Context: an optimization exercise on an open-source flow, tuned for small area, a short achievable clock period and few clock cycles. The choices shown serve that exercise and are no tape-out recipe. In this exercise RTL edits were held to simulation tests only and were not proved equivalent to the original.

File: run.sh
#!/bin/bash
# synth_recipe.tcl (not shown) runs the flow's synth.tcl, then flattens the netlist and writes it again
# the make line also repeats each setting of config.mk as NAME=value (left out here)
make -C /OpenROAD-flow-scripts/flow DESIGN_CONFIG=/design/flow/config.mk WORK_HOME=/design/flow/orfs CLKGATE_MAP_FILE= SYNTH_SCRIPT=/design/flow/synth_recipe.tcl finish
File: config.mk
export PLATFORM = sky130hd
export DESIGN_NAME = radix_number_string_parser_unit
export DESIGN_NICKNAME = radix_number_string_parser_unit
export VERILOG_FILES = /design/flow/design.v
export SDC_FILE = /design/flow/constraint.sdc
export NUM_CORES = 4
export LEC_CHECK = 0
export ABC_CLOCK_PERIOD_IN_PS = 5000
export CAP_MARGIN = 20
export CORE_MARGIN = 2
export CORE_UTILIZATION = 40
export SETUP_SLACK_MARGIN = 5
export SLEW_MARGIN = 20
File: constraint.sdc
create_clock -name core_clock -period 10.0 [get_ports {clk_i}]
set_input_delay 2.0000 -clock core_clock [delete_from_list [all_inputs] [get_ports {clk_i}]]
set_output_delay 2.0000 -clock core_clock [all_outputs]
set_load 0.01 [all_outputs]
File: design.v
package rnsp_pkg;
  localparam logic [2:0] STAT_OK        = 3'd0;
  localparam logic [2:0] STAT_BAD_CHAR  = 3'd1;
  localparam logic [2:0] STAT_LATE_DIG  = 3'd2;
  localparam logic [2:0] STAT_TWO_POINT = 3'd3;
  localparam logic [2:0] STAT_OVERFLOW  = 3'd4;
endpackage
module radix_number_string_parser_unit #(
  parameter int VALUE_BITS    = 48,
  parameter int FRACTION_BITS = 16
) (
  input  logic                  clk_i,
  input  logic                  rst_ni,
  input  logic                  cfg_we_i,
  input  logic [5:0]            cfg_data_i,
  input  logic                  in_valid_i,
  output logic                  in_ready_o,
  input  logic [7:0]            char_code_i,
  input  logic                  is_last_i,
  output logic                  out_valid_o,
  input  logic                  out_ready_i,
  output logic [2:0]            status_o,
  output logic signed [VALUE_BITS-1:0] value_o
);
  localparam logic [2:0] ST_OK   = 3'd0;
  localparam logic [2:0] ST_BAD  = 3'd1;
  localparam logic [2:0] ST_LATE = 3'd2;
  localparam logic [2:0] ST_TWOP = 3'd3;
  localparam logic [2:0] ST_OVF  = 3'd4;
  localparam logic [1:0] PH_NONE   = 2'd0;
  localparam logic [1:0] PH_DIGITS = 2'd1;
  localparam logic [1:0] PH_CLOSED = 2'd2;
  localparam logic [2:0] CK_IDLE = 3'd0;
  localparam logic [2:0] CK_DREC = 3'd1;
  localparam logic [2:0] CK_WAIT = 3'd2;
  localparam logic [2:0] CK_MUL  = 3'd3;
  localparam logic [2:0] CK_RES  = 3'd4;
  localparam logic [2:0] OP_ADD   = 3'd0;   
  localparam logic [2:0] OP_ADDHI = 3'd1;   
  localparam logic [2:0] OP_LOAD  = 3'd2;   
  localparam logic [2:0] OP_ZERO  = 3'd3;   
  localparam logic [2:0] OP_MUL   = 3'd4;   
  localparam logic [2:0] OP_MULHI = 3'd5;   
  localparam logic [2:0] OP_SWAP  = 3'd6;   
  localparam logic [2:0] OP_RES   = 3'd7;   
  function automatic logic [12:0] radix_info(input logic [5:0] r);
    logic [5:0] ns;
    logic [5:0] cc;
    logic       p2;
    ns = 6'd15; cc = 6'd2; p2 = 1'b0;
    case (r)
      6'd2:  begin ns = 6'd48; cc = 6'd1;  p2 = 1'b1; end
      6'd3:  begin ns = 6'd31; cc = 6'd1;  p2 = 1'b0; end
      6'd4:  begin ns = 6'd24; cc = 6'd3;  p2 = 1'b1; end
      6'd5:  begin ns = 6'd21; cc = 6'd2;  p2 = 1'b0; end
      6'd6:  begin ns = 6'd19; cc = 6'd2;  p2 = 1'b0; end
      6'd7:  begin ns = 6'd18; cc = 6'd1;  p2 = 1'b0; end
      6'd8:  begin ns = 6'd16; cc = 6'd7;  p2 = 1'b1; end
      6'd9:  begin ns = 6'd16; cc = 6'd1;  p2 = 1'b0; end
      6'd10: begin ns = 6'd15; cc = 6'd2;  p2 = 1'b0; end
      6'd11: begin ns = 6'd14; cc = 6'd8;  p2 = 1'b0; end
      6'd12: begin ns = 6'd14; cc = 6'd2;  p2 = 1'b0; end
      6'd13: begin ns = 6'd13; cc = 6'd12; p2 = 1'b0; end
      6'd14: begin ns = 6'd13; cc = 6'd4;  p2 = 1'b0; end
      6'd15: begin ns = 6'd13; cc = 6'd2;  p2 = 1'b0; end
      6'd16: begin ns = 6'd12; cc = 6'd15; p2 = 1'b1; end
      6'd17: begin ns = 6'd12; cc = 6'd8;  p2 = 1'b0; end
      6'd18: begin ns = 6'd12; cc = 6'd4;  p2 = 1'b0; end
      6'd19: begin ns = 6'd12; cc = 6'd2;  p2 = 1'b0; end
      6'd20: begin ns = 6'd12; cc = 6'd1;  p2 = 1'b0; end
      6'd21: begin ns = 6'd11; cc = 6'd16; p2 = 1'b0; end
      6'd22: begin ns = 6'd11; cc = 6'd10; p2 = 1'b0; end
      6'd23: begin ns = 6'd11; cc = 6'd6;  p2 = 1'b0; end
      6'd24: begin ns = 6'd11; cc = 6'd4;  p2 = 1'b0; end
      6'd25: begin ns = 6'd11; cc = 6'd2;  p2 = 1'b0; end
      6'd26: begin ns = 6'd11; cc = 6'd1;  p2 = 1'b0; end
      6'd27: begin ns = 6'd11; cc = 6'd1;  p2 = 1'b0; end
      6'd28: begin ns = 6'd10; cc = 6'd26; p2 = 1'b0; end
      6'd29: begin ns = 6'd10; cc = 6'd19; p2 = 1'b0; end
      6'd30: begin ns = 6'd10; cc = 6'd14; p2 = 1'b0; end
      6'd31: begin ns = 6'd10; cc = 6'd10; p2 = 1'b0; end
      6'd32: begin ns = 6'd10; cc = 6'd7;  p2 = 1'b1; end
      6'd33: begin ns = 6'd10; cc = 6'd6;  p2 = 1'b0; end
      6'd34: begin ns = 6'd10; cc = 6'd4;  p2 = 1'b0; end
      6'd35: begin ns = 6'd10; cc = 6'd3;  p2 = 1'b0; end
      6'd36: begin ns = 6'd10; cc = 6'd2;  p2 = 1'b0; end
      default: begin ns = 6'd15; cc = 6'd2; p2 = 1'b0; end
    endcase
    radix_info = {p2, cc, ns};
  endfunction
  function automatic logic [5:0] eff_radix(input logic [5:0] r);
    logic [5:0] e;
    e = r;
    if (r == 6'd0) begin
      e = 6'd10;
    end else if (r < 6'd2) begin
      e = 6'd2;
    end else if (r > 6'd36) begin
      e = 6'd36;
    end
    eff_radix = e;
  endfunction
  function automatic logic [9:0] div4(input logic [5:0] rem_in,
                                      input logic [3:0] bits,
                                      input logic [5:0] r,
                                      input logic [6:0] r2,
                                      input logic [6:0] r3);
    logic [7:0] t;
    logic [8:0] s1, s2, s3;
    logic [5:0] rm;
    logic [3:0] q;
    rm = rem_in;
    q  = '0;
    for (int i = 1; i >= 0; i--) begin
      t  = {rm, bits[2*i+1], bits[2*i]};
      s1 = {1'b0, t} - {3'd0, r};
      s2 = {1'b0, t} - {2'd0, r2};
      s3 = {1'b0, t} - {2'd0, r3};
      if (!s3[8]) begin
        q[2*i +: 2] = 2'd3;
        rm = s3[5:0];
      end else if (!s2[8]) begin
        q[2*i +: 2] = 2'd2;
        rm = s2[5:0];
      end else if (!s1[8]) begin
        q[2*i +: 2] = 2'd1;
        rm = s1[5:0];
      end else begin
        q[2*i +: 2] = 2'd0;
        rm = t[5:0];
      end
    end
    div4 = {rm, q};
  endfunction
  logic [5:0]  r_q;
  logic [6:0]  r3_q;
  logic [5:0]  nsat_q;
  logic [5:0]  c_q;
  logic        p2_q;
  logic [5:0]  cfg_eff;
  logic [12:0] cfg_info;
  assign cfg_eff  = eff_radix(cfg_data_i);
  assign cfg_info = radix_info(cfg_eff);
  always_ff @(posedge clk_i or negedge rst_ni) begin
    if (!rst_ni) begin
      r_q    <= 6'd10;
      r3_q   <= 7'd30;
      nsat_q <= 6'd15;
      c_q    <= 6'd2;
      p2_q   <= 1'b0;
    end else if (cfg_we_i) begin
      r_q    <= cfg_eff;
      r3_q   <= {cfg_eff, 1'b0} + {1'b0, cfg_eff};
      nsat_q <= cfg_info[5:0];
      c_q    <= cfg_info[11:6];
      p2_q   <= cfg_info[12];
    end
  end
  localparam int EW = 12;
  logic [EW-1:0] in_ent;
  logic [7:0]    cc;
  logic          in_isd;
  logic [5:0]    in_dv;
  logic          in_ok_dig, in_space, in_sign, in_minus, in_point;
  assign cc = char_code_i;
  always_comb begin
    in_isd = 1'b0;
    in_dv  = 6'd0;
    if (cc >= 8'h30 && cc <= 8'h39) begin
      in_isd = 1'b1;
      in_dv  = 6'(cc - 8'h30);
    end else if (cc >= 8'h41 && cc <= 8'h5a) begin
      in_isd = 1'b1;
      in_dv  = 6'(cc - 8'h37);
    end else if (cc >= 8'h61 && cc <= 8'h7a) begin
      in_isd = 1'b1;
      in_dv  = 6'(cc - 8'h57);
    end
  end
  assign in_ok_dig = in_isd && (in_dv < r_q);
  assign in_space  = (cc == 8'h20);
  assign in_minus  = (cc == 8'h2d);
  assign in_sign   = (cc == 8'h2b) || in_minus;
  assign in_point  = (cc == 8'h2e);
  assign in_ent    = {is_last_i, in_point, in_minus, in_sign, in_space,
                      in_ok_dig, in_ok_dig ? in_dv : 6'd0};
  logic          h_v_q, s_v_q;
  logic [EW-1:0] h_q, s_q;
  logic          push, pop;
  assign in_ready_o = !s_v_q;
  assign push       = in_valid_i && !s_v_q;
  always_ff @(posedge clk_i or negedge rst_ni) begin
    if (!rst_ni) begin
      h_v_q <= 1'b0;
      s_v_q <= 1'b0;
    end else begin
      if (pop) begin
        if (s_v_q) begin
          s_v_q <= 1'b0;
        end else begin
          h_v_q <= push;
        end
      end else if (push) begin
        if (h_v_q) begin
          s_v_q <= 1'b1;
        end else begin
          h_v_q <= 1'b1;
        end
      end
    end
  end
  always_ff @(posedge clk_i) begin
    if (pop) begin
      h_q <= s_v_q ? s_q : in_ent;
    end else if (push && !h_v_q) begin
      h_q <= in_ent;
    end
    if (push && h_v_q && !pop) begin
      s_q <= in_ent;
    end
  end
  logic [5:0] h_dv;
  logic       h_dig, h_space, h_sign, h_minus, h_point, h_last, h_bad;
  assign {h_last, h_point, h_minus, h_sign, h_space, h_dig, h_dv} = h_q;
  assign h_bad = !h_dig && !h_space && !h_sign && !h_point;
  logic [47:0] w_q;
  logic [5:0]  n_q, k_q;
  logic [1:0]  phase_q;
  logic        point_q, neg_q, fresh_q;
  logic        mh_q;
  logic [5:0]  wc6_q;
  logic [2:0]  ck_q, ck_cnt_q;
  logic        ck_last_q;
  logic        pa_v_q;
  logic [2:0]  pa_op_q;
  logic        pa_hi_q, pa_mul_q;
  logic [29:0] pa_p_q;
  logic [2:0]  pa_err_q;
  logic        pa_cchk_q, pa_first_q, pa_last_q, pa_neg_q, pa_pt_q;
  logic [47:0] acc_q, value_q;
  logic        clo_q;
  logic [2:0]  erra_q;
  logic        nega_q, pta_q, fina_q;
  logic        out_valid_q;
  logic [2:0]  status_q;
  logic        a_go, p_ready, vq_free, asm_now;
  logic [1:0] ph_c;
  logic       pt_c, ng_c;
  logic [5:0] n_c;
  logic       sat, top;
  assign ph_c = fresh_q ? PH_NONE : phase_q;
  assign pt_c = fresh_q ? 1'b0 : point_q;
  assign ng_c = fresh_q ? 1'b0 : neg_q;
  assign n_c  = fresh_q ? 6'd0 : n_q;
  assign sat  = (n_c >= nsat_q);
  assign top  = (n_c == nsat_q - 6'd1);
  logic        ck_idle;
  logic [5:0]  dmul;
  logic [23:0] w_in;
  logic [29:0] prod_d, prod_r;
  logic        big, big_q;
  logic [47:0] w_step;
  assign ck_idle = (ck_q == CK_IDLE);
  assign dmul    = (ck_q == CK_MUL) ? value_q[5:0] : h_dv;
  assign w_in    = mh_q ? w_q[47:24] : w_q[23:0];
  assign prod_d  = w_in * dmul;
  assign prod_r  = w_in * r_q + {24'd0, mh_q ? wc6_q : 6'd0};
  assign big     = big_q;
  assign w_step  = mh_q ? {prod_r[23:0], w_q[23:0]} : {18'd0, prod_r};
  logic ch_go;      
  logic dig_lo;     
  logic drec_go, drec_lo;
  logic mul_go, mul_lo;
  logic adv;
  assign dig_lo  = h_dig && !fresh_q && !sat && big && !mh_q;
  assign ch_go   = ck_idle && h_v_q && p_ready;
  assign adv     = ch_go && !dig_lo;
  assign pop     = adv;
  assign drec_go = (ck_q == CK_DREC) && (k_q != 6'd0);
  assign drec_lo = drec_go && big && !mh_q;
  assign mul_go  = (ck_q == CK_MUL) && p_ready;
  assign mul_lo  = mul_go && big && !mh_q;
  logic       dnz;
  logic       vpnt;
  logic       pchk;
  logic       cchk;
  logic [2:0] cerr;
  logic [1:0] ph_n;
  logic       pt_n, ng_n;
  assign dnz = (h_dv != 6'd0);
  always_comb begin
    cerr = ST_OK;
    ph_n = ph_c;
    pt_n = pt_c;
    ng_n = ng_c;
    vpnt = 1'b0;
    pchk = 1'b0;
    cchk = 1'b0;
    if (h_dig) begin
      if (ph_c == PH_CLOSED) begin
        cerr = ST_LATE;
      end else begin
        ph_n = PH_DIGITS;
        if (dnz && sat) begin
          cerr = ST_OVF;
        end else if (dnz && pt_c && top && (h_dv > c_q)) begin
          cerr = ST_OVF;
        end else begin
          cchk = dnz && !pt_c && top;
          pchk = dnz && pt_c && top && (h_dv == c_q) && !p2_q;
        end
      end
    end else if (h_space) begin
      if (ph_c == PH_DIGITS) begin
        ph_n = PH_CLOSED;
      end
    end else if (h_sign && ph_c == PH_DIGITS) begin
      ph_n = PH_CLOSED;
      ng_n = h_minus;
    end else if (h_point && ph_c == PH_DIGITS) begin
      if (pt_c) begin
        cerr = ST_TWOP;
      end else if (sat) begin
        cerr = ST_OVF;
      end else begin
        pt_n = 1'b1;
        vpnt = 1'b1;
      end
    end else begin
      cerr = ST_BAD;
    end
  end
  logic        y1_fire;
  logic [9:0]  y1_out, y2_out, y3_out, y4_out;
  logic [3:0]  yb1_q, yb2_q, yb3_q, yb4_q;
  logic [5:0]  yr1_q, yr2_q, yr3_q;
  logic        y2_v_q, y3_v_q, y4_v_q;
  logic        y_first_q, y2_first_q, y3_first_q, y4_first_q;
  logic [15:0] yf_q;
  logic [2:0]  cap_q;
  assign y1_fire = adv && h_dig && !pt_c;
  assign y1_out  = div4(h_dv, y_first_q ? 4'd0 : yb1_q, r_q, {r_q, 1'b0}, r3_q);
  assign y2_out  = div4(yr1_q, y2_first_q ? 4'd0 : yb2_q, r_q, {r_q, 1'b0}, r3_q);
  assign y3_out  = div4(yr2_q, y3_first_q ? 4'd0 : yb3_q, r_q, {r_q, 1'b0}, r3_q);
  assign y4_out  = div4(yr3_q, y4_first_q ? 4'd0 : yb4_q, r_q, {r_q, 1'b0}, r3_q);
  always_ff @(posedge clk_i) begin
    if (y1_fire) begin
      yb1_q <= y1_out[3:0];
      yr1_q <= y1_out[9:4];
    end
    if (y2_v_q) begin
      yb2_q <= y2_out[3:0];
      yr2_q <= y2_out[9:4];
    end
    if (y3_v_q) begin
      yb3_q <= y3_out[3:0];
      yr3_q <= y3_out[9:4];
    end
    if (y4_v_q) begin
      yb4_q <= y4_out[3:0];
    end
    if (adv && vpnt) begin
      yf_q[15:12] <= yb1_q;
    end
    if (cap_q[0]) begin
      yf_q[11:8] <= yb2_q;
    end
    if (cap_q[1]) begin
      yf_q[7:4] <= yb3_q;
    end
    if (cap_q[2]) begin
      yf_q[3:0] <= yb4_q;
    end
  end
  always_ff @(posedge clk_i or negedge rst_ni) begin
    if (!rst_ni) begin
      y2_v_q     <= 1'b0;
      y3_v_q     <= 1'b0;
      y4_v_q     <= 1'b0;
      y_first_q  <= 1'b1;
      y2_first_q <= 1'b0;
      y3_first_q <= 1'b0;
      y4_first_q <= 1'b0;
      cap_q      <= 3'd0;
    end else begin
      y2_v_q     <= y1_fire;
      y3_v_q     <= y2_v_q;
      y4_v_q     <= y3_v_q;
      y2_first_q <= y_first_q;
      y3_first_q <= y2_first_q;
      y4_first_q <= y3_first_q;
      cap_q      <= {cap_q[1:0], adv && vpnt};
      if (adv && h_last) begin
        y_first_q <= 1'b1;
      end else if (adv && h_dig) begin
        y_first_q <= 1'b0;
      end
    end
  end
  always_ff @(posedge clk_i or negedge rst_ni) begin
    if (!rst_ni) begin
      fresh_q   <= 1'b1;
      mh_q      <= 1'b0;
      ck_q      <= CK_IDLE;
      ck_cnt_q  <= 3'd0;
      ck_last_q <= 1'b0;
      pa_v_q    <= 1'b0;
    end else begin
      if (adv) begin
        fresh_q <= h_last;
      end
      if (ch_go && h_dig && !fresh_q && !sat && big) begin
        mh_q <= !mh_q;
      end else if (drec_go && big) begin
        mh_q <= !mh_q;
      end else if (mul_go && big) begin
        mh_q <= !mh_q;
      end
      if (ch_go || mul_go || ((ck_q == CK_DREC) && (k_q == 6'd0) && p_ready) ||
          ((ck_q == CK_RES) && p_ready)) begin
        pa_v_q <= 1'b1;
      end else if (a_go) begin
        pa_v_q <= 1'b0;
      end
      case (ck_q)
        CK_IDLE: begin
          if (adv && pchk) begin
            ck_q      <= CK_DREC;
            ck_last_q <= h_last;
          end
        end
        CK_DREC: begin
          if (k_q == 6'd0 && p_ready) begin
            ck_q <= CK_WAIT;
          end
        end
        CK_WAIT: begin
          if (!pa_v_q || a_go) begin
            ck_q     <= CK_MUL;
            ck_cnt_q <= 3'd0;
          end
        end
        CK_MUL: begin
          if (mul_go && !mul_lo) begin
            ck_cnt_q <= ck_cnt_q + 3'd1;
            if (ck_cnt_q == 3'd7) begin
              ck_q <= CK_RES;
            end
          end
        end
        default: begin
          if (p_ready) begin
            ck_q <= CK_IDLE;
          end
        end
      endcase
    end
  end
  always_ff @(posedge clk_i) begin
    if (ch_go) begin
      if (dig_lo) begin
        w_q[23:0] <= prod_r[23:0];
        wc6_q     <= prod_r[29:24];
      end else begin
        phase_q <= ph_n;
        point_q <= pt_n;
        neg_q   <= ng_n;
        n_q     <= n_c + {5'd0, h_dig && !(&n_c)};
        if (fresh_q) begin
          w_q   <= h_dig ? {42'd0, r_q} : 48'd1;
          big_q <= 1'b0;
        end else if (vpnt || pchk) begin
          w_q   <= 48'd1;
          big_q <= 1'b0;
        end else if (h_dig) begin
          w_q   <= w_step;
          big_q <= mh_q || (|prod_r[29:24]);
        end
        if (vpnt) begin
          k_q <= n_c;
        end
      end
    end else if (drec_go) begin
      if (drec_lo) begin
        w_q[23:0] <= prod_r[23:0];
        wc6_q     <= prod_r[29:24];
      end else begin
        w_q   <= w_step;
        big_q <= mh_q || (|prod_r[29:24]);
        k_q   <= k_q - 6'd1;
      end
    end
    if (ch_go) begin
      pa_p_q     <= fresh_q ? {24'd0, h_dv} : prod_d;
      pa_first_q <= fresh_q;
      pa_neg_q   <= ng_n;
      pa_pt_q    <= pt_n;
      if (dig_lo) begin
        pa_op_q    <= OP_ADD;
        pa_hi_q    <= 1'b0;
        pa_mul_q   <= 1'b0;
        pa_err_q   <= ST_OK;
        pa_cchk_q  <= 1'b0;
        pa_last_q  <= 1'b0;
        pa_first_q <= 1'b0;
      end else begin
        pa_op_q   <= fresh_q ? OP_LOAD : (vpnt ? OP_ZERO : (mh_q ? OP_ADDHI : OP_ADD));
        pa_hi_q   <= !fresh_q && !vpnt && mh_q;
        pa_mul_q  <= 1'b0;
        pa_err_q  <= cerr;
        pa_cchk_q <= cchk;
        pa_last_q <= h_last && !pchk;
      end
    end else if (mul_go) begin
      pa_p_q     <= prod_d;
      pa_op_q    <= mul_lo ? OP_ADD : (mh_q ? OP_MULHI : OP_MUL);
      pa_hi_q    <= mh_q;
      pa_mul_q   <= !mul_lo;
      pa_err_q   <= ST_OK;
      pa_cchk_q  <= 1'b0;
      pa_first_q <= 1'b0;
      pa_last_q  <= 1'b0;
    end else if (p_ready) begin
      pa_op_q    <= (ck_q == CK_DREC) ? OP_SWAP : OP_RES;
      pa_hi_q    <= 1'b0;
      pa_mul_q   <= 1'b0;
      pa_err_q   <= ST_OK;
      pa_cchk_q  <= 1'b0;
      pa_first_q <= 1'b0;
      pa_last_q  <= (ck_q == CK_RES) && ck_last_q;
      pa_neg_q   <= neg_q;
      pa_pt_q    <= point_q;
    end
  end
  logic        op_hi, op_mul;
  logic [54:0] sum;
  logic        carry;
  logic [2:0]  char_err;
  assign op_hi  = pa_hi_q;
  assign op_mul = pa_mul_q;
  assign sum    = {6'd0, op_hi & clo_q, acc_q} +
                  (op_hi ? {1'b0, pa_p_q, 24'd0} : {25'd0, pa_p_q});
  assign carry  = |sum[54:48];
  always_comb begin
    char_err = pa_err_q;
    if (pa_err_q == ST_OK) begin
      if ((pa_cchk_q && carry) || ((pa_op_q == OP_RES) && (|acc_q))) begin
        char_err = ST_OVF;
      end
    end
  end
  assign vq_free = !out_valid_q || out_ready_i;
  assign asm_now = fina_q && vq_free && !(|cap_q);
  assign a_go    = pa_v_q && (!fina_q || asm_now) && !((pa_op_q == OP_ZERO) && !vq_free);
  assign p_ready = !pa_v_q || a_go;
  logic [15:0] fq;
  logic [47:0] qv, qneg;
  logic        r_ovf;
  logic [2:0]  res_status;
  logic [47:0] res_value;
  assign fq    = pta_q ? yf_q : 16'd0;
  assign qv    = {acc_q[31:0], fq};
  assign qneg  = 48'd0 - qv;
  assign r_ovf = (|acc_q[47:32]) ||
                 (acc_q[31] && !(nega_q && !(|acc_q[30:0]) && !(|fq)));
  always_comb begin
    if (erra_q != ST_OK) begin
      res_status = erra_q;
      res_value  = '0;
    end else if (r_ovf) begin
      res_status = ST_OVF;
      res_value  = '0;
    end else begin
      res_status = ST_OK;
      res_value  = nega_q ? qneg : qv;
    end
  end
  always_ff @(posedge clk_i or negedge rst_ni) begin
    if (!rst_ni) begin
      fina_q      <= 1'b0;
      out_valid_q <= 1'b0;
      status_q    <= ST_OK;
    end else begin
      if (asm_now) begin
        out_valid_q <= 1'b1;
        status_q    <= res_status;
      end else if (out_valid_q && out_ready_i) begin
        out_valid_q <= 1'b0;
      end
      if (a_go && (pa_op_q == OP_ZERO)) begin
        out_valid_q <= 1'b0;
      end
      if (a_go) begin
        fina_q <= pa_last_q;
      end else if (asm_now) begin
        fina_q <= 1'b0;
      end
    end
  end
  always_ff @(posedge clk_i) begin
    if (a_go) begin
      case (pa_op_q)
        OP_ADD, OP_ADDHI: begin
          acc_q <= sum[47:0];
          clo_q <= sum[48];
        end
        OP_LOAD: begin
          acc_q <= {18'd0, pa_p_q};
        end
        OP_ZERO: begin
          acc_q   <= '0;
          value_q <= acc_q;
        end
        OP_MUL, OP_MULHI: begin
          acc_q <= sum[53:6];
        end
        OP_SWAP: begin
          acc_q   <= value_q;
          value_q <= acc_q;
        end
        default: begin
          acc_q <= value_q;
        end
      endcase
      if (pa_first_q) begin
        erra_q <= char_err;
      end else if (erra_q == ST_OK) begin
        erra_q <= char_err;
      end
      if (pa_last_q) begin
        nega_q <= pa_neg_q;
        pta_q  <= pa_pt_q;
      end
    end
    if (mul_go && !mul_lo) begin
      value_q <= {value_q[5:0], value_q[47:6]};
    end
    if (asm_now) begin
      value_q <= res_value;
    end
  end
  assign out_valid_o = out_valid_q;
  assign status_o    = status_q;
  assign value_o     = value_q;
endmodule
==> results by group, run 1 <==
Yosys
  – Post-synth top flop: edfxtp_1
  – Syn avg cell area: 9.14 um^2
  – Post-synth net total: 4442
  – Yosys cell types: 84
  – Post-synthesis simple-gate area fraction: 16.0%
  – Mux cell area share after synthesis: 4.91%
  – #FFs+latches synth: 340
  – Fraction of registers with async set/reset: 15.0%
  – Cells after synthesis: 3879
  – Post-Synth Adder-Cell Area: 23.5%
  – XOR/XNOR Fraction of Synth Area: 5.54%
  – Syn Std Cell Area: 35400 um^2
  – YS warnings: 1
  – Sequential fraction of the synthesis area: 28.1%
  – Synth Area in Compound Gates: 17.7%
  – Post-synth EDFFs: 289
  – Largest family of logic cells by synthesized area: adder cells

Detailed routing
  – Vias per cell: 5.76
  – DRC: 0
  – Initial DRC Count: 2414
  – Post-Route WL: 114000 um
  – Post-route ant nets: 0
  – Vias: 30573
  – WL per Instance: 21.6 um
  – TritonRoute pass-1 iters: 6

Clocking
  – Maximum buffer depth of the clock tree: 3
  – CTS tree: yes
  – Total CTS buffers: 44
  – Clock Latency Late Sink: 590 ps
  – Post-cts hold buffer count: 0
  – CTS sink count: 340
  – H-tree depth: 2
  – Clock transition at the registers of the reported paths: 60 ps
  – CTS root buffer: clkbuf_16

Worst setup path
  – Critical path class: flip-flop to flip-flop
  – Required time worst endpoint: 10330 ps
  – FF-to-FF Start: mh_q
  – Worst Setup SP: mh_q
  – Worst Path Arrival: 6210 ps
  – Crit Path Max Fanout: 6
  – CP Capture Type: flip-flop
  – Startpoint types: flip-flop
  – Reg2reg path depth: 22
  – R2r endpoint: w_q[29]
  – FF-to-FF setup slack: 4120 ps
  – Worst setup endpoint: w_q[29]

Global routing
  – First-pass GRT wire length: 177000 um
  – Initial antenna violation count: 0
  – Largest net degree at the start of global routing: 88
  – Vias in the first global route: 29881
  – Tot GR Track Use: 24.9%
  – GRT overflow: 0

Timing
  – Final setup viols: 0
  – Fmax achieved: 170 MHz
  – Clock skew: 21.3 ps
  – WHS: 418 ps
  – Worst slew margin: 30.6%
  – Final hold vios: 0
  – TNS Setup: 0 ps
  – Final min period: 5880 ps
  – Max-slew violations: 0
  – Unrepaired setup endpoints after global routing: yes
  – Actual slew at the worst max-slew pin: 1040 ps
  – Tcrit/Tclk final: 58.8%

Floorplan
  – Die area: 91000 um^2
  – Initial core utilization: 40.2%
  – IO Count: 73
  – Row count: 109
  – Chip Height: 302 um
  – Die X: 302 um
  – Core area: 88100 um^2

Cells and area
  – Area growth from synthesis to layout: 21.9%
  – Layout Nets: 4671
  – Cell area after layout: 43200 um^2
  – Share of cells above drive strength 1: 17.6%
  – Final core utilization: 49.0%
  – Final cell count without fillers: 5307

Placed design
  – Inst Count DP: 4998
  – IO Port Bufs: 72
  – Placed Area: 37900 um^2
  – GPL Wtd Cong: 0.945
  – Hpwl dp: 80300 um

Flow run
  – Max-cap violations: 0

Min path
  – Worst hold path class: flip-flop to flip-flop

Run status
  – Outcome: complete, no violations
## critical path, cell delays in order (launching register included)
cell and delay, ps:
dfrtp_4 520, buf_12 160, buf_4 130, mux2_4 300, nand2_2 80, fa_1 450
fa_1 520, inv_2 40, fa_1 480, inv_1 50, fa_1 490, inv_2 50
ha_4 250, a2111oi_4 360, o21a_1 230, and4b_1 240, or2_4 250, a31oi_4 190
o221ai_2 140, a21oi_2 150, xor2_1 210, inv_1 90, o211a_1 230
## how the worst min path moves through the flow
stage / start / endpoint / slack, ps / depth (start not counted)
finish: pa_pt_q / pta_q / 420 / 0
global placement: pa_neg_q / nega_q / 400 / 0
floorplan: y3_first_q / y4_first_q / 380 / 0
global route: pa_pt_q / pta_q / 440 / 0
detailed placement: pa_pt_q / pta_q / 410 / 0
CTS: pa_pt_q / pta_q / 420 / 0
## per-layer routing
| metal | GRT usage [%] | routed length (um) | vias up |
|---|---|---|---|
| li1 | - | - | 14306 |
| met1 | 33.6 | 49500 | 15079 |
| met2 | 41.8 | 54900 | 988 |
| met3 | 2.41 | 6290 | 200 |
| met4 | 8.10 | 3820 | 0 |
| met5 | 0 | 0 | - |
## state kept, by name, summed over array words and instances (netlist names), 4 cells and up
signal,cells
w_q,48
yr3_q,6
r_q,5
r3_q,7
pa_p_q,30
h_q,12
value_q,48
k_q,6
acc_q,48
yb3_q,4
n_q,6
c_q,5
yr1_q,6
wc6_q,6
s_q,12
yb2_q,4
yb4_q,4
yf_q,16
yb1_q,4
yr2_q,6
nsat_q,6
## cells by family (layout without fill, tap and decap cells)
| group | count (synthesis) | count (layout) |
|---|---|---|
| mux | 167 | 167 |
| compound gates | 983 | 984 |
| flops | 340 | 340 |
| simple gates | 1219 | 1225 |
| buf+inv | 403 | 658 |
| xor+xnor | 224 | 224 |
| other cells | 0 | 1 |
| fa+ha+maj | 543 | 543 |
## synthesized netlist by cell type, types with 9 or more instances
library cell	n	share of area, %
a211o_1	11	0.27
a211oi_1	43	0.91
a21boi_0	14	0.30
a21o_1	138	2.9
a21oi_1	283	4.0
a221oi_1	13	0.32
a22oi_1	11	0.23
a31oi_1	39	0.69
and2_1	58	1.0
and3_1	33	0.58
buf_1	13	0.14
clkbuf_1	135	1.4
dfrtp_1	38	2.7
dfstp_2	13	0.96
edfxtp_1	289	24
fa_1	204	12
ha_1	339	12
inv_1	245	2.6
mux2_2	55	1.7
mux2i_1	112	3.2
nand2_1	433	4.6
nand2b_1	63	1.1
nand3_1	45	0.64
nand4_1	14	0.25
nor2_1	360	3.8
nor2b_1	84	1.5
nor3_1	37	0.52
nor4_1	16	0.28
o211ai_1	13	0.28
o21a_1	15	0.32
o21ai_0	196	2.8
o21bai_1	30	0.64
o22ai_1	58	1.0
o31ai_1	27	0.57
o41ai_1	11	0.27
or2_2	9	0.16
or3_1	18	0.32
or4_1	9	0.19
xnor2_1	120	3.0
xor2_1	104	2.6
## layout make-up
cell class,count,area (um^2)
Clock buffer,57,1170
Sequential cell,340,9990
Tap cell,1165,1460
Clock inverter,22,332
Fill cell,8148,44900
Inverter,249,1020
Timing Repair Buffer,328,3050
Antenna cell,1,2.50
Multi-Input combinational cell,3143,26200
Timing Repair inverter,2,20.0
## placed cells by master (no fill, tap or decap), types with 112 or more instances in the layout
cell type,n
buf_4,204
edfxtp_1,289
o21ai_0,153
nor2_1,341
nand2_1,401
a21o_1,137
fa_1,198
inv_1,227
xnor2_1,112
a21oi_1,241
ha_1,302
## repair_timing
item                                    4_1_cts  5_1_grt
pin swaps                                   108      103
gates resized for setup                     263      152
endpoints found under the setup margin      269      236
gates cloned                                 14        0
setup buffers                               155       60
## through the flow
step	setup slack, ps
4_1_cts	4240
5_1_grt	3980
3_3_place_gp	3430
2_1_floorplan	4450
6_report	4120
3_5_place_dp	3340
Testbench counts, summed over its fixed seeds: cycles 5,664.
==> run 2, diff against run 1 <==
--- a/config.mk
+++ b/config.mk
@@ -7,3 +7,3 @@
 export LEC_CHECK = 0
-export ABC_CLOCK_PERIOD_IN_PS = 5000
+export ABC_CLOCK_PERIOD_IN_PS = 4000
 export CAP_MARGIN = 20
==> run 2 against run 1 <==
  * Register-to-register slack about the same
  * Still clean
  * Count of clock-buffer cells in the layout stayed put
  * Design area stayed put
  * Setup slack did not move
  * Critical endpoint unchanged
  * Global-route usage unchanged
  * Synthesized area did not move
  * Sequential share of layout area stayed put
  * Clock skew is the same
==> results by group, run 2 <==
Run status
  – Outcome: complete, no violations (unchanged)

Worst setup path
  – Worst Path Arrival: 6210 ps (about the same)
  – Critical path class: flip-flop to flip-flop (unchanged)
  – Required time worst endpoint: 10330 ps (about the same)
  – FF-to-FF Start: mh_q (unchanged)
  – Startpoint types: flip-flop (unchanged)
  – FF-to-FF setup slack: 4120 ps (about the same)
  – Crit Path Max Fanout: 6 (unchanged)
  – Worst Setup SP: mh_q (unchanged)
  – CP Capture Type: flip-flop (unchanged)
  – R2r endpoint: w_q[29] (unchanged)
  – Reg2reg path depth: 22 (unchanged)

Timing
  – TNS Setup: 0 ps (unchanged)
  – WHS: 418 ps (unchanged)
  – Final setup viols: 0 (unchanged)
  – Tcrit/Tclk final: 58.8% (unchanged)
  – Final min period: 5880 ps (unchanged)
  – Fmax achieved: 170 MHz (unchanged)
  – Final hold vios: 0 (unchanged)
  – Clock skew: 21.3 ps (unchanged)
  – Max-slew violations: 0 (unchanged)
  – Unrepaired setup endpoints after global routing: yes (unchanged)
  – Worst slew margin: 30.6% (unchanged)
  – Actual slew at the worst max-slew pin: 1040 ps (unchanged)

Detailed routing
  – Vias: 30573 (unchanged)
  – TritonRoute pass-1 iters: 6 (unchanged)
  – Post-route ant nets: 0 (unchanged)
  – Vias per cell: 5.76 (unchanged)
  – Post-Route WL: 114000 um (unchanged)
  – DRC: 0 (unchanged)
  – WL per Instance: 21.6 um (unchanged)
  – Initial DRC Count: 2414 (unchanged)

Global routing
  – Vias in the first global route: 29881 (unchanged)
  – GRT overflow: 0 (unchanged)
  – Largest net degree at the start of global routing: 88 (unchanged)
  – First-pass GRT wire length: 177000 um (unchanged)
  – Initial antenna violation count: 0 (unchanged)
  – Tot GR Track Use: 24.9% (unchanged)

Yosys
  – Sequential fraction of the synthesis area: 28.1% (unchanged)
  – #FFs+latches synth: 340 (unchanged)
  – Fraction of registers with async set/reset: 15.0% (unchanged)
  – Synth top area share: 24.5% (unchanged)
  – Syn Std Cell Area: 35400 um^2 (unchanged)
  – Synth area leaders: edfxtp_1 24%, ha_1 12%, fa_1 12% (unchanged)
  – Post-synth top flop: edfxtp_1 (unchanged)
  – Post-synth top area cell: edfxtp_1 (unchanged)
  – Post-synth EDFFs: 289 (unchanged)
  – Post-synth net total: 4442 (unchanged)
  – Post-synth top cells: 433 x nand2_1, 360 x nor2_1, 339 x ha_1 (unchanged)
  – Cells after synthesis: 3879 (unchanged)
  – Yosys cell types: 84 (unchanged)
  – YS warnings: 1 (unchanged)
  – Most common cell in the netlist: nand2_1 (unchanged)
  – Syn avg cell area: 9.14 um^2 (unchanged)

Cells and area
  – Most frequent cells in the layout: 401 x nand2_1, 341 x nor2_1, 302 x ha_1 (unchanged)
  – Most common cell after layout, fill and taps aside: nand2_1 (unchanged)
  – Final core utilization: 49.0% (unchanged)
  – Filler Cells Inserted: 8148 (unchanged)
  – Layout Nets: 4671 (unchanged)
  – Area growth from synthesis to layout: 21.9% (unchanged)
  – Share of cells above drive strength 1: 17.6% (unchanged)
  – Top flop regs: acc_q (48), value_q (48), w_q (48) (unchanged)

Clocking
  – Clock transition at the registers of the reported paths: 60 ps (about the same)
  – H-tree depth: 2 (unchanged)
  – CTS tree: yes (unchanged)
  – Total CTS buffers: 44 (unchanged)
  – Maximum buffer depth of the clock tree: 3 (unchanged)
  – CTS sink count: 340 (unchanged)
  – Clock Latency Late Sink: 590 ps (about the same)
  – CTS root buffer: clkbuf_16 (unchanged)

Floorplan
  – IO Count: 73 (unchanged)
  – Initial core utilization: 40.2% (unchanged)
  – Die X: 302 um (unchanged)
  – Chip Height: 302 um (unchanged)
  – Die area: 91000 um^2 (unchanged)
  – Core area: 88100 um^2 (unchanged)
  – Row count: 109 (unchanged)

Placed design
  – GPL Wtd Cong: 0.945 (unchanged)
  – IO Port Bufs: 72 (unchanged)
  – Hpwl dp: 80300 um (unchanged)

Min path
  – Hold_sp: pa_pt_q (unchanged)
  – Worst hold path class: flip-flop to flip-flop (unchanged)
  – Hold depth: 0 (unchanged)
  – Worst Hold End: pta_q (unchanged)

Flow run
  – Max-cap violations: 0 (unchanged)
## run 2: what timing repair did
item | in CTS | in global routing
buffers inserted | 155 | 60
pin swaps | 108 | 103
resized for setup | 263 | 152
hold buffers | 0 | 0
cloned | 14 | 0
endpoints found under the setup margin | 269 | 236
## run 2: kinds of logic (layout without fill, tap and decap cells)
family                     after synthesis  count (layout)  synth area share, %
AOI/OAI and AO/OA                      983             984                 17.7
xor gates and xnor gates               224             224                 5.54
adders and majority gates              543             543                 23.5
buffers and inverters                  403             658                 4.29
DFF                                    340             340                 28.1
muxes                                  167             167                 4.91
other                                    0               1                    0
and+or+nand+nor                       1219            1225                 16.0
## run 2: cell type report
cell class                 count  area, um^2  area share (%)
clock inverter                22         332           0.767
tap                         1165        1460            3.37
timing repair inverter         2        20.0          0.0463
timing repair buffer         328        3050            7.06
multi-input combinational   3143       26200            60.5
antenna                        1        2.50         0.00579
sequential                   340        9990            23.1
clock buffer                  57        1170            2.71
inverter                     249        1020            2.36
## run 2: worst max-delay path by stage
stage | end | depth (start not counted)
2_1_floorplan | w_q[29] | 23
3_3_place_gp | w_q[29] | 18
3_5_place_dp | w_q[29] | 17
4_1_cts | w_q[29] | 22
5_1_grt | w_q[29] | 22
6_report | w_q[29] | 22
## run 2: metal layers
| layer | part of all wire (%) | global-route usage (%) |
|---|---|---|
| met2 | 48 | 41.8 |
| met1 | 43 | 33.6 |
| met5 | 0 | 0 |
| met4 | 3.3 | 8.10 |
| met3 | 5.5 | 2.41 |
## run 2: critical path: stages, from the launching register on
cell and delay (ps):
dfrtp_4 520, buf_12 160, buf_4 130, mux2_4 300
nand2_2 80, fa_1 450, fa_1 520, inv_2 40
fa_1 480, inv_1 50, fa_1 490, inv_2 50
ha_4 250, a2111oi_4 360, o21a_1 230, and4b_1 240
or2_4 250, a31oi_4 190, o221ai_2 140, a21oi_2 150
xor2_1 210, inv_1 90, o211a_1 230
## run 2: through the flow
step                worst slack (ps)  cell area, um^2  std cells
floorplan                       4450            36300       3879
detailed placement              3340            37900       4998
global route                    3980            43200       5306
global placement                3430            37900       4998
CTS                             4240            42100       5246
finish                          4120            43200       5307
==> run 3, diff against run 2 <==
--- a/design.v
+++ b/design.v
@@ -104,7 +104,4 @@
                                       input logic [3:0] bits,
-                                      input logic [5:0] r,
-                                      input logic [6:0] r2,
-                                      input logic [6:0] r3);
-    logic [7:0] t;
-    logic [8:0] s1, s2, s3;
+                                      input logic [5:0] r);
+    logic [6:0] t;
     logic [5:0] rm;
@@ -113,20 +110,9 @@
     q  = '0;
-    for (int i = 1; i >= 0; i--) begin
-      t  = {rm, bits[2*i+1], bits[2*i]};
-      s1 = {1'b0, t} - {3'd0, r};
-      s2 = {1'b0, t} - {2'd0, r2};
-      s3 = {1'b0, t} - {2'd0, r3};
-      if (!s3[8]) begin
-        q[2*i +: 2] = 2'd3;
-        rm = s3[5:0];
-      end else if (!s2[8]) begin
-        q[2*i +: 2] = 2'd2;
-        rm = s2[5:0];
-      end else if (!s1[8]) begin
-        q[2*i +: 2] = 2'd1;
-        rm = s1[5:0];
-      end else begin
-        q[2*i +: 2] = 2'd0;
-        rm = t[5:0];
+    for (int i = 3; i >= 0; i--) begin
+      t = {rm, bits[i]};
+      if (t >= {1'b0, r}) begin
+        q[i] = 1'b1;
+        t    = t - {1'b0, r};
       end
+      rm = t[5:0];
     end
@@ -135,3 +121,2 @@
   logic [5:0]  r_q;
-  logic [6:0]  r3_q;
   logic [5:0]  nsat_q;
@@ -146,3 +131,2 @@
       r_q    <= 6'd10;
-      r3_q   <= 7'd30;
       nsat_q <= 6'd15;
@@ -152,3 +136,2 @@
       r_q    <= cfg_eff;
-      r3_q   <= {cfg_eff, 1'b0} + {1'b0, cfg_eff};
       nsat_q <= cfg_info[5:0];
@@ -341,6 +324,6 @@
   assign y1_fire = adv && h_dig && !pt_c;
-  assign y1_out  = div4(h_dv, y_first_q ? 4'd0 : yb1_q, r_q, {r_q, 1'b0}, r3_q);
-  assign y2_out  = div4(yr1_q, y2_first_q ? 4'd0 : yb2_q, r_q, {r_q, 1'b0}, r3_q);
-  assign y3_out  = div4(yr2_q, y3_first_q ? 4'd0 : yb3_q, r_q, {r_q, 1'b0}, r3_q);
-  assign y4_out  = div4(yr3_q, y4_first_q ? 4'd0 : yb4_q, r_q, {r_q, 1'b0}, r3_q);
+  assign y1_out  = div4(h_dv, y_first_q ? 4'd0 : yb1_q, r_q);
+  assign y2_out  = div4(yr1_q, y2_first_q ? 4'd0 : yb2_q, r_q);
+  assign y3_out  = div4(yr2_q, y3_first_q ? 4'd0 : yb3_q, r_q);
+  assign y4_out  = div4(yr3_q, y4_first_q ? 4'd0 : yb4_q, r_q);
   always_ff @(posedge clk_i) begin
@@ -534,3 +517,3 @@
   end
-  logic        op_hi, op_mul;
+  logic        op_hi, op_mul, op_z;
   logic [54:0] sum;
@@ -540,3 +523,4 @@
   assign op_mul = pa_mul_q;
-  assign sum    = {6'd0, op_hi & clo_q, acc_q} +
+  assign op_z   = (pa_op_q == OP_LOAD) || (pa_op_q == OP_ZERO);
+  assign sum    = {6'd0, op_hi & clo_q, op_z ? 48'd0 : acc_q} +
                   (op_hi ? {1'b0, pa_p_q, 24'd0} : {25'd0, pa_p_q});
@@ -601,25 +585,13 @@
     if (a_go) begin
-      case (pa_op_q)
-        OP_ADD, OP_ADDHI: begin
-          acc_q <= sum[47:0];
-          clo_q <= sum[48];
-        end
-        OP_LOAD: begin
-          acc_q <= {18'd0, pa_p_q};
-        end
-        OP_ZERO: begin
-          acc_q   <= '0;
-          value_q <= acc_q;
-        end
-        OP_MUL, OP_MULHI: begin
-          acc_q <= sum[53:6];
-        end
-        OP_SWAP: begin
-          acc_q   <= value_q;
-          value_q <= acc_q;
-        end
-        default: begin
-          acc_q <= value_q;
-        end
-      endcase
+      if (op_mul) begin
+        acc_q <= sum[53:6];
+      end else if (pa_op_q == OP_SWAP || pa_op_q == OP_RES) begin
+        acc_q <= value_q;
+      end else begin
+        acc_q <= sum[47:0];
+      end
+      clo_q <= sum[48];
+      if (pa_op_q == OP_ZERO || pa_op_q == OP_SWAP) begin
+        value_q <= acc_q;
+      end
       if (pa_first_q) begin
--- a/config.mk
+++ b/config.mk
@@ -7,3 +7,2 @@
 export LEC_CHECK = 0
-export ABC_CLOCK_PERIOD_IN_PS = 4000
 export CAP_MARGIN = 20
@@ -11,3 +10,3 @@
 export CORE_UTILIZATION = 40
-export SETUP_SLACK_MARGIN = 5
+export SETUP_SLACK_MARGIN = 4
 export SLEW_MARGIN = 20
==> run 3 against run 2 <==
  * Setup slack got worse by 1800 ps
  * Non-clock buffer count rose by 12
  * Sequential cell count down 5
  * Count of clock-buffer cells in the layout shrank 9
  * Sequential share of layout area grew 0.83 points
  * Still clean
==> results by group, run 3 <==
Floorplan
  – Initial core utilization: 40.2% (about the same)
  – Row count: 107 (was 109)
  – IO Count: 73 (unchanged)
  – Die X: 296 um (was 302 um)
  – Chip Height: 296 um (was 302 um)
  – Die area: 87500 um^2 (was 91000 um^2)
  – Core area: 84700 um^2 (was 88100 um^2)

Yosys
  – Syn avg cell area: 9.07 um^2 (was 9.14 um^2)
  – Sequential fraction of the synthesis area: 28.9% (was 28.1%)
  – Post-synth top flop: edfxtp_1 (unchanged)
  – Syn Std Cell Area: 34100 um^2 (was 35400 um^2)
  – YS warnings: 1 (unchanged)
  – Post-synth EDFFs: 289 (unchanged)
  – Cells after synthesis: 3757 (was 3879)
  – Fraction of registers with async set/reset: 13.4% (was 15.0%)
  – Post-synth top area cell: edfxtp_1 (unchanged)
  – Synth top area share: 25.5% (was 24.5%)
  – Post-synth net total: 4265 (was 4442)
  – Post-synth top cells: 472 x nand2_1, 312 x inv_1, 291 x ha_1 (was 433 x nand2_1, 360 x nor2_1, 339 x ha_1)
  – #FFs+latches synth: 335 (was 340)
  – Yosys cell types: 92 (was 84)
  – Synth area leaders: edfxtp_1 25%, fa_1 12%, ha_1 11% (was edfxtp_1 24%, ha_1 12%, fa_1 12%)
  – Most common cell in the netlist: nand2_1 (unchanged)

Cells and area
  – Multi-input gate area: 24100 um^2 (was 26200 um^2)
  – Register area: 9870 um^2 (was 9990 um^2)
  – Filler Cells Inserted: 7854 (was 8148)
  – Top flop regs: acc_q (48), value_q (48), w_q (48) (unchanged)
  – Final cell count without fillers: 5160 (was 5307)
  – Share of cells above drive strength 1: 17.6% (about the same)
  – Area growth from synthesis to layout: 20.9% (was 21.9%)
  – Layout Nets: 4489 (was 4671)
  – Most frequent cells in the layout: 452 x nand2_1, 293 x inv_1, 289 x edfxtp_1 (was 401 x nand2_1, 341 x nor2_1, 302 x ha_1)
  – Most common cell after layout, fill and taps aside: nand2_1 (unchanged)

Detailed routing
  – Initial DRC Count: 2334 (was 2414)
  – Post-Route WL: 111000 um (was 114000 um)
  – DRC: 0 (unchanged)
  – TritonRoute pass-1 iters: 6 (unchanged)
  – WL per Instance: 21.5 um (was 21.6 um)
  – Vias: 29019 (was 30573)
  – Vias per cell: 5.62 (was 5.76)
  – Post-route ant nets: 0 (unchanged)

Global routing
  – Vias in the first global route: 28785 (was 29881)
  – Largest net degree at the start of global routing: 59 (was 88)
  – Tot GR Track Use: 25.0% (was 24.9%)
  – First-pass GRT wire length: 170000 um (was 177000 um)
  – GRT overflow: 0 (unchanged)
  – Initial antenna violation count: 3 (was 0)

Timing
  – Unrepaired setup endpoints after global routing: yes (unchanged)
  – Clock skew: 41.0 ps (was 21.3 ps)
  – Max-slew violations: 0 (unchanged)
  – Tcrit/Tclk final: 76.6% (was 58.8%)
  – PnR worst setup slack: 2340 ps (was 4120 ps)
  – Worst slew margin: 32.2% (was 30.6%)
  – Final setup viols: 0 (unchanged)
  – Final hold vios: 0 (unchanged)
  – WHS: 419 ps (was 418 ps)
  – Actual slew at the worst max-slew pin: 1020 ps (was 1040 ps)
  – Final min period: 7660 ps (was 5880 ps)
  – Fmax achieved: 131 MHz (was 170 MHz)
  – TNS Setup: 0 ps (unchanged)

Placed design
  – Pre-CTS setup slack: 1100 ps (was 3340 ps)
  – Hpwl dp: 79100 um (was 80300 um)
  – IO Port Bufs: 72 (unchanged)
  – GPL Wtd Cong: 0.961 (was 0.945)
  – Inst Count DP: 4850 (was 4998)

Worst setup path
  – Required time worst endpoint: 10360 ps (was 10330 ps)
  – Critical path class: flip-flop to flip-flop (unchanged)
  – Worst Path Arrival: 8020 ps (was 6210 ps)
  – Crit path max-delay family: compound AO/OA/AOI/OAI gates (was adder cells)
  – CP max-delay cell: dfstp_4 (was dfrtp_4)
  – Worst path buffer plus inverter count: 4 (was 6)
  – Startpoint types: flip-flop (unchanged)
  – Crit Path Max Fanout: 6 (unchanged)
  – FF-to-FF setup slack: 2340 ps (was 4120 ps)
  – CP Capture Type: flip-flop (unchanged)
  – Critical path's most frequent cell: a21o_1 (was fa_1)
  – Crit path largest cell delay: 690 ps (was 520 ps)

Clocking
  – CTS root buffer: clkbuf_16 (unchanged)
  – Total CTS buffers: 42 (was 44)
  – Post-cts hold buffer count: 0 (unchanged)
  – CTS sink count: 335 (was 340)
  – H-tree depth: 2 (unchanged)
  – CTS tree: yes (unchanged)
  – Maximum buffer depth of the clock tree: 3 (unchanged)
  – Clock Latency Late Sink: 610 ps (was 590 ps)
  – Clock transition at the registers of the reported paths: 60 ps (about the same)

Run status
  – Outcome: complete, no violations (unchanged)

Flow run
  – Max-cap violations: 0 (unchanged)

Min path
  – Worst hold path class: flip-flop to flip-flop (unchanged)
## run 3: changes by cell type after synthesis, moves of 18 or more
cell,before,now
mux2i_1,112,87
nand2_1,433,472
and2_1,58,134
nor2b_1,84,66
a21o_1,138,89
mux2_2,55,75
inv_1,245,312
a21oi_1,283,230
nor2_1,360,275
ha_1,339,291
## run 3: repair_timing
item | in CTS | in global routing
resized for setup | 198 | 130
setup buffers | 159 | 63
endpoints found under the setup margin | 64 | 45
pin swaps | 107 | 123
cloned | 8 | 1
## run 3: layout make-up
class	instances	area share [%]
flip-flops and latches	335	24.0
well taps	1144	3.48
diodes	1	0.00608
clock buffers	48	2.61
clock inverters	30	0.869
inverters	320	3.01
multi-input cells	2941	58.6
repair buffers	340	7.43
repair inverters	1	0.0395
## run 3: routing by layer
layer | global-route usage (%) | share of wire (%) | routed length [um]
met5 | 0 | 0 | 0
met4 | 8.21 | 3.5 | 3930
met3 | 3.04 | 6.2 | 6860
met2 | 41.6 | 47 | 51800
met1 | 33.8 | 44 | 48300
## run 3: path summary, 6_finish.rpt
check | startpoint | to | cells after the start
max in group asynchronous | rst_ni | r_q[5] | 2
max reg2reg | r_q[1] | yr3_q[1] | 41
max | r_q[1] | yr3_q[1] | 41
min in group asynchronous | rst_ni | nsat_q[4] | 2
min reg2reg | pa_pt_q | pta_q | 0
min | pa_pt_q | pta_q | 0
## run 3: cell families after synthesis
| logic type | share of synthesized area [%] |
|---|---|
| buffers and inverters | 5.45 |
| multiplexers | 5.14 |
| adder cells (fa/ha/maj) | 22.3 |
| AND/OR/NAND/NOR | 17.5 |
| XOR/XNOR | 5.35 |
| AO/OA/AOI/OAI | 15.4 |
| flip-flops | 28.9 |
## run 3: stage by stage
step | area, um^2 | util (%)
floorplan | 34400 | -
global placement | 36200 | 42.7
detailed placement | 36200 | 42.7
CTS | 40000 | 47.2
global route | 41200 | 48.6
finish | 41200 | 48.6
Testbench counts of run 3, summed over its fixed seeds: cycles 5,664.
==> run 4, diff against run 3 <==
--- a/config.mk
+++ b/config.mk
@@ -10,3 +10,3 @@
 export CORE_UTILIZATION = 40
-export SETUP_SLACK_MARGIN = 4
+export SETUP_SLACK_MARGIN = 4.5
 export SLEW_MARGIN = 20
==> run 4 against run 3 <==
  * Global-route usage about the same
  * Non-clock buffer count rose by 102
  * Core utilization grew 1.8 points
  * Sequential cell count did not move
  * Fmax shrank 2.1%
  * First-iteration DRC count increased by 1.1%
  * Count of clock-buffer cells in the layout rose by 2
  * Critical path type unchanged
  * Critical endpoint is now yr1_q[4]
==> results by group, run 4 <==
Run status
  – Outcome: complete, no violations (unchanged)

Timing
  – Max-slew violations: 0 (unchanged)
  – Tcrit/Tclk final: 78.2% (was 76.6%)
  – Actual slew at the worst max-slew pin: 1090 ps (was 1020 ps)
  – Worst slew margin: 27.1% (was 32.2%)
  – Fmax achieved: 128 MHz (was 131 MHz)
  – Clock skew: 59.1 ps (was 41.0 ps)
  – TNS Setup: 0 ps (unchanged)
  – Final setup viols: 0 (unchanged)
  – Final hold vios: 0 (unchanged)
  – PnR worst setup slack: 2180 ps (was 2340 ps)
  – Final min period: 7820 ps (was 7660 ps)
  – Unrepaired setup endpoints after global routing: yes (unchanged)

Cells and area
  – Layout Nets: 4595 (was 4489)
  – Share of cells above drive strength 1: 21.5% (was 17.6%)
  – Final cell count without fillers: 5266 (was 5160)
  – Most common cell after layout, fill and taps aside: nand2_1 (unchanged)
  – Filler Cells Inserted: 7700 (was 7854)
  – Top flop regs: acc_q (48), value_q (48), w_q (48) (unchanged)
  – Area growth from synthesis to layout: 25.3% (was 20.9%)
  – Most frequent cells in the layout: 443 x nand2_1, 289 x edfxtp_1, 286 x inv_1 (was 452 x nand2_1, 293 x inv_1, 289 x edfxtp_1)
  – Diode count: 0 (was 1)

Placed design
  – Inst Count DP: 4848 (was 4850)
  – GPL Wtd Cong: 0.957 (was 0.961)
  – IO Port Bufs: 72 (unchanged)
  – Hpwl dp: 77200 um (was 79100 um)
  – Pre-CTS setup slack: 1270 ps (was 1100 ps)

Detailed routing
  – Post-Route WL: 111000 um (about the same)
  – Vias per cell: 5.59 (was 5.62)
  – Initial DRC Count: 2360 (was 2334)
  – DRC: 0 (unchanged)
  – WL per Instance: 21.1 um (was 21.5 um)
  – TritonRoute pass-1 iters: 6 (unchanged)
  – Vias: 29437 (was 29019)
  – Post-route ant nets: 0 (unchanged)

Worst setup path
  – Crit path largest cell delay: 690 ps (about the same)
  – CP Capture Type: flip-flop (unchanged)
  – Startpoint types: flip-flop (unchanged)
  – Crit Path Max Fanout: 6 (unchanged)
  – Worst Setup SP: r_q[1] (unchanged)
  – Required time worst endpoint: 10310 ps (was 10360 ps)
  – FF-to-FF Start: r_q[1] (unchanged)
  – CP max-delay cell: dfstp_4 (unchanged)
  – Worst Path Arrival: 8130 ps (was 8020 ps)
  – Critical path class: flip-flop to flip-flop (unchanged)
  – Critical path's most frequent cell: buf_4 (was a21o_1)

Clocking
  – Maximum buffer depth of the clock tree: 3 (unchanged)
  – Clock transition at the registers of the reported paths: 60 ps (about the same)
  – CTS sink count: 335 (unchanged)
  – Total CTS buffers: 43 (was 42)
  – CTS tree: yes (unchanged)
  – CTS root buffer: clkbuf_16 (unchanged)
  – Clock Latency Late Sink: 620 ps (was 610 ps)
  – H-tree depth: 2 (unchanged)
  – Post-cts hold buffer count: 0 (unchanged)

Yosys
  – Post-synthesis simple-gate area fraction: 17.5% (unchanged)
  – Fraction of registers with async set/reset: 13.4% (unchanged)
  – Post-synth top cells: 472 x nand2_1, 312 x inv_1, 291 x ha_1 (unchanged)
  – #FFs+latches synth: 335 (unchanged)
  – Synth Area in Compound Gates: 15.4% (unchanged)
  – YS warnings: 1 (unchanged)
  – Sequential fraction of the synthesis area: 28.9% (unchanged)
  – XOR/XNOR Fraction of Synth Area: 5.35% (unchanged)
  – Post-synth top flop: edfxtp_1 (unchanged)
  – Post-synth EDFFs: 289 (unchanged)
  – Yosys cell types: 92 (unchanged)
  – Synth area leaders: edfxtp_1 25%, fa_1 12%, ha_1 11% (unchanged)
  – Post-synth top area cell: edfxtp_1 (unchanged)
  – Mux cell area share after synthesis: 5.14% (unchanged)
  – Synth top area share: 25.5% (unchanged)
  – Syn avg cell area: 9.07 um^2 (unchanged)
  – Post-Synth Adder-Cell Area: 22.3% (unchanged)
  – Cells after synthesis: 3757 (unchanged)
  – Post-synth net total: 4265 (unchanged)
  – Largest family of logic cells by synthesized area: adder cells (unchanged)
  – Syn Std Cell Area: 34100 um^2 (unchanged)
  – Most common cell in the netlist: nand2_1 (unchanged)

Global routing
  – Tot GR Track Use: 25.0% (about the same)
  – GRT overflow: 0 (unchanged)
  – Initial antenna violation count: 2 (was 3)
  – Largest net degree at the start of global routing: 96 (was 59)
  – First-pass GRT wire length: 170000 um (about the same)
  – Vias in the first global route: 29020 (was 28785)

Flow run
  – Max-cap violations: 0 (unchanged)

Floorplan
  – Row count: 107 (unchanged)
  – Die area: 87500 um^2 (unchanged)
  – Initial core utilization: 40.2% (unchanged)
  – IO Count: 73 (unchanged)
  – Core area: 84700 um^2 (unchanged)
  – Die X: 296 um (unchanged)
  – Chip Height: 296 um (unchanged)

Min path
  – Worst hold path class: flip-flop to flip-flop (unchanged)
  – Hold_sp: pa_neg_q (was pa_pt_q)
## run 4: cell counts after synthesis
Identical to the previous run, type by type.
## run 4: per-stage QoR
step           util [%]  hold WS [ps]  area [um^2]
4_1_cts            48.6           400        41200
6_report           50.4           394        42700
2_1_floorplan         -           382        34700
3_5_place_dp       42.9           419        36300
5_1_grt            50.4           403        42700
3_3_place_gp       42.9           405        36300
## run 4: final timing paths
kind / to / cells past startpoint / slack (ps)
hold reg to reg: nega_q / 0 / 390
hold / removal: nega_q / 0 / 390
setup / recovery: yr1_q[4] / 41 / 2180
setup reg to reg: yr1_q[4] / 41 / 2180
max in group asynchronous: r_q[0] / 2 / 7900
min in group asynchronous: nsat_q[4] / 2 / 1530
## run 4: logic make-up after synthesis
kind of cell             Yosys count
AND/OR/NAND/NOR                 1250
AO/OA/AOI/OAI                    826
adder cells (fa/ha/maj)          488
buffers and inverters            486
flip-flops                       335
XOR/XNOR                         208
multiplexers                     164
## run 4: area by class of cell
cell class	instances	area, um^2	share of cell area (%)
clock buffer	50	1110	2.61
clock inverter	30	345	0.809
inverter	320	1250	2.92
multi-input combinational	2944	24700	57.9
sequential	335	9860	23.1
tap	1144	1430	3.35
timing repair buffer	442	3960	9.29
timing repair inverter	1	16.3	0.0381
## run 4: repair_timing
action,4_1_cts,5_1_grt
cloned,9,0
resized for setup,261,196
pin swaps,192,189
buffers inserted,253,75
endpoints found under the setup margin,108,108
## run 4: layer usage
layer  GRT usage, %  up-vias  share of wire [%]  wire [um]
met3           3.48      234                6.3       6980
met1           32.6    14435                 42      46500
met5              0        -                  0          0
li1               -    13819                  -          -
met4           8.78        0                3.9       4290
met2           42.3      949                 48      53600
## run 4: worst max-delay path: cells and delay by family, from the launching register on
| family | cells | cell delay (ps) |
|---|---|---|
| AOI/OAI and AO/OA | 18 | 3070 |
| adders and majority gates | 4 | 990 |
| buffers and inverters | 11 | 1280 |
| DFF | 1 | 690 |
| muxes | 1 | 350 |
| and+or+nand+nor | 7 | 1140 |

[re-timing with driven ports]
The results above use ideal ports. As a check the final layouts listed here were re-extracted and re-timed, cells and wires unchanged.
Step 1 (the two cells are an assumption about what drives the block):
set clk [get_ports {clk_i}]
set_driving_cell -lib_cell sky130_fd_sc_hd__clkbuf_16 $clk
set_driving_cell -lib_cell sky130_fd_sc_hd__buf_2 [delete_from_list [all_inputs] $clk]
Step 2 times the ports against the registers' clock, not the clock port: input delays grow and output delays shrink by t, the midpoint of the rising clock arrivals with the driver on.
Three values: no drivers, after step 1, after step 2; two values: the first two.
| run | shift t [ns] | setup WS [ns] | pins driven straight from the clock port |
|---|---|---|---|
| run 1 | 0.633 | 4.118 / 4.118 / 4.118 | 1 |
| run 2 | 0.633 | 4.118 / 4.118 / 4.118 | 1 |
| run 3 | 0.657 | 2.338 / 2.338 / 2.338 | 1 |
| run 4 | 0.659 | 2.177 / 2.177 / 2.177 | 1 |
After both steps every run listed still meets setup and hold.
